Source: an optimization exercise on an open RTL-to-GDS flow (aim: small area). Production flows keep margins and buffers that such runs may drop.
Function was checked by simulation only, so behaviour that the tests miss may differ from the original.
The clock port is modelled as an ideal driver, which makes a skipped or thinned clock tree look cheaper than it is; a real chip needs a root buffer or a tree.
Power and IR drop assume default switching activity.

rev 12:
==> flow/design.v (excerpt) <==
module boardRenderer #(
    parameter int PixelCredits = 4
) (
    input  logic                                 clock,
    input  logic                                 reset,
    input  logic [boardPkg::PosWidth-1:0]        redX,
    input  logic [boardPkg::PosWidth-1:0]        redY,
    input  logic [boardPkg::PosWidth-1:0]        blueX,
    input  logic [boardPkg::PosWidth-1:0]        blueY,
    input  logic                                 pixelCredit,
    output logic                                 pixelValid,
    output logic [boardPkg::PixelWidth-1:0]      pixelX,
    output logic [boardPkg::PixelWidth-1:0]      pixelY,
    output logic [boardPkg::ColourWidth-1:0]     pixelColour,
    output logic                                 endOfFrame
);
Size in the first run: roughly 200 cells after synthesis, roughly 42 I/O pins, roughly 0.0017 sq mm of cells after synthesis.
==> flow/config.mk <==
export PLATFORM = sky130hd
export DESIGN_NAME = boardRenderer
export DESIGN_NICKNAME = boardRenderer
export VERILOG_FILES = /design/flow/design.v
export SDC_FILE = /design/flow/constraint.sdc
export NUM_CORES = 4
export LEC_CHECK = 0
export CAP_MARGIN = 20
export CORE_MARGIN = 2
export CORE_UTILIZATION = 40
export SLEW_MARGIN = 20
==> flow/constraint.sdc <==
create_clock -name core_clock -period 5.0 [get_ports {clock}]
set_input_delay 1.0000 -clock core_clock [delete_from_list [all_inputs] [get_ports {clock}]]
set_output_delay 1.0000 -clock core_clock [all_outputs]
set_load 0.01 [all_outputs]
standard.sh (not shown) runs the stock make flow with config.mk's settings and CLKGATE_MAP_FILE= SYNTH_SCRIPT=/design/flow/synth_recipe.tcl, a recipe that flattens the netlist after the stock synthesis.
==> flow/flow/run.sh <==
#!/bin/bash
# Standard synthesis, then an area-driven re-mapping of its combinational logic (registers kept as
# they are), then the standard layout with single-strength port buffers and a clock tree of one
# buffer. Each tool's output goes to a log of its own in this folder.
set -euo pipefail
W=$PWD
RES=$W/orfs/results/$FLOW_PLATFORM/boardRenderer/base
YOSYS=$(command -v yosys || true)
[[ -n "$YOSYS" ]] || YOSYS=$FLOW_HOME/../tools/install/yosys/bin/yosys
FLOW_CLOCK=clock
KNOBS=('BUFFER_PORTS_ARGS=-buffer_cell sky130_fd_sc_hd__buf_1')
CLKBUF=${CLKBUF:-sky130_fd_sc_hd__clkbuf_8}
CLKGROUPS=${CLKGROUPS:-2}

bash standard.sh synth > $W/synth.log 2>&1

cp $RES/1_2_yosys.v $W/1_2_yosys.standard.v
IN=$W/1_2_yosys.standard.v OUT=$W/1_2_yosys.remapped.v SCRIPT=$W/flow/remap.abc \
  $YOSYS -c $W/flow/remap.tcl > $W/remap.log 2>&1
cp $W/1_2_yosys.remapped.v $RES/1_2_yosys.v
rm -f $RES/1_synth.odb $RES/1_synth.sdc

bash standard.sh "${KNOBS[@]}" place > $W/place.log 2>&1
bash standard.sh "${KNOBS[@]}" run RUN_SCRIPT=$W/flow/cts_one.tcl RUN_LOG_NAME_STEM=4_1_cts \
  ONE_CLOCK_BUFFER=$CLKBUF CLOCK_GROUPS=$CLKGROUPS CLOCK_PORT_NAME=$FLOW_CLOCK > $W/cts.log 2>&1
bash standard.sh "${KNOBS[@]}" finish > $W/layout.log 2>&1
Other scripts of this flow, unchanged in this note and not shown: flow/flow/cts_one.tcl, flow/flow/remap.abc, flow/flow/remap.tcl
Rev 12 completed end to end with timing, DRC and antenna clean.
What rev 13 does differently from rev 12 at the input level:
-- flow/flow/run.sh --
<<< rev 12, line 10
FLOW_CLOCK=clock
KNOBS=('BUFFER_PORTS_ARGS=-buffer_cell sky130_fd_sc_hd__buf_1')
CLKBUF=${CLKBUF:-sky130_fd_sc_hd__clkbuf_8}
>>> rev 13, line 10
FLOW_CLOCK=clock
KNOBS=('BUFFER_PORTS_ARGS=-buffer_cell sky130_fd_sc_hd__buf_1' 'SKIP_REPAIR_TIE_FANOUT=1')
CLKBUF=${CLKBUF:-sky130_fd_sc_hd__clkbuf_8}
==> comparison <==
There was hardly any difference in power between rev 12 and rev 13.
From rev 12 to rev 13 the numbers moved as follows: wire length went down about 2.7%, routability-driven placement congestion ratio fell by about 1%.
Summary of the comparison: maximum operating frequency is higher in rev 13, relative to rev 12.
The signed area change from the synthesized netlist to the final layout in rev 13 sits 0.45 points below the value recorded for rev 12.
Total number of vias delta for rev 13 relative to rev 12: 8 lower
Rev 13 ended up with a higher worst setup slack than rev 12 did.
No run of this note takes its clock network from TritonCTS; it comes from the design's own scripts or RTL.

## static timing again, ports no longer ideal
In the flow no input, the clock included, has a driving cell. The finished layouts below were timed again as built, in two steps.
Step 1, drivers: a clkbuf_16 drives clock and a buf_2 each remaining input, both assumed.
Step 2, shift: input delay + t, output delay - t, t = (earliest + latest rising clock arrival at the registers) / 2. This alone moves slack from input paths to output paths.
Three values: no drivers, after step 1, after step 2; two values: the first two.
run | t (ns) | setup slack, ns | worst hold slack (ns) | slew at the worst register clock pin (ns)
rev 12 | 0.193 | 1.002 / 0.968 / 1.161 | 0.476 / 0.475 / 0.475 | 0.11 / 0.11
rev 13 | 0.190 | 1.079 / 1.048 / 1.237 | 0.480 / 0.480 / 0.480 | 0.11 / 0.11
After both steps every run listed still meets setup and hold.
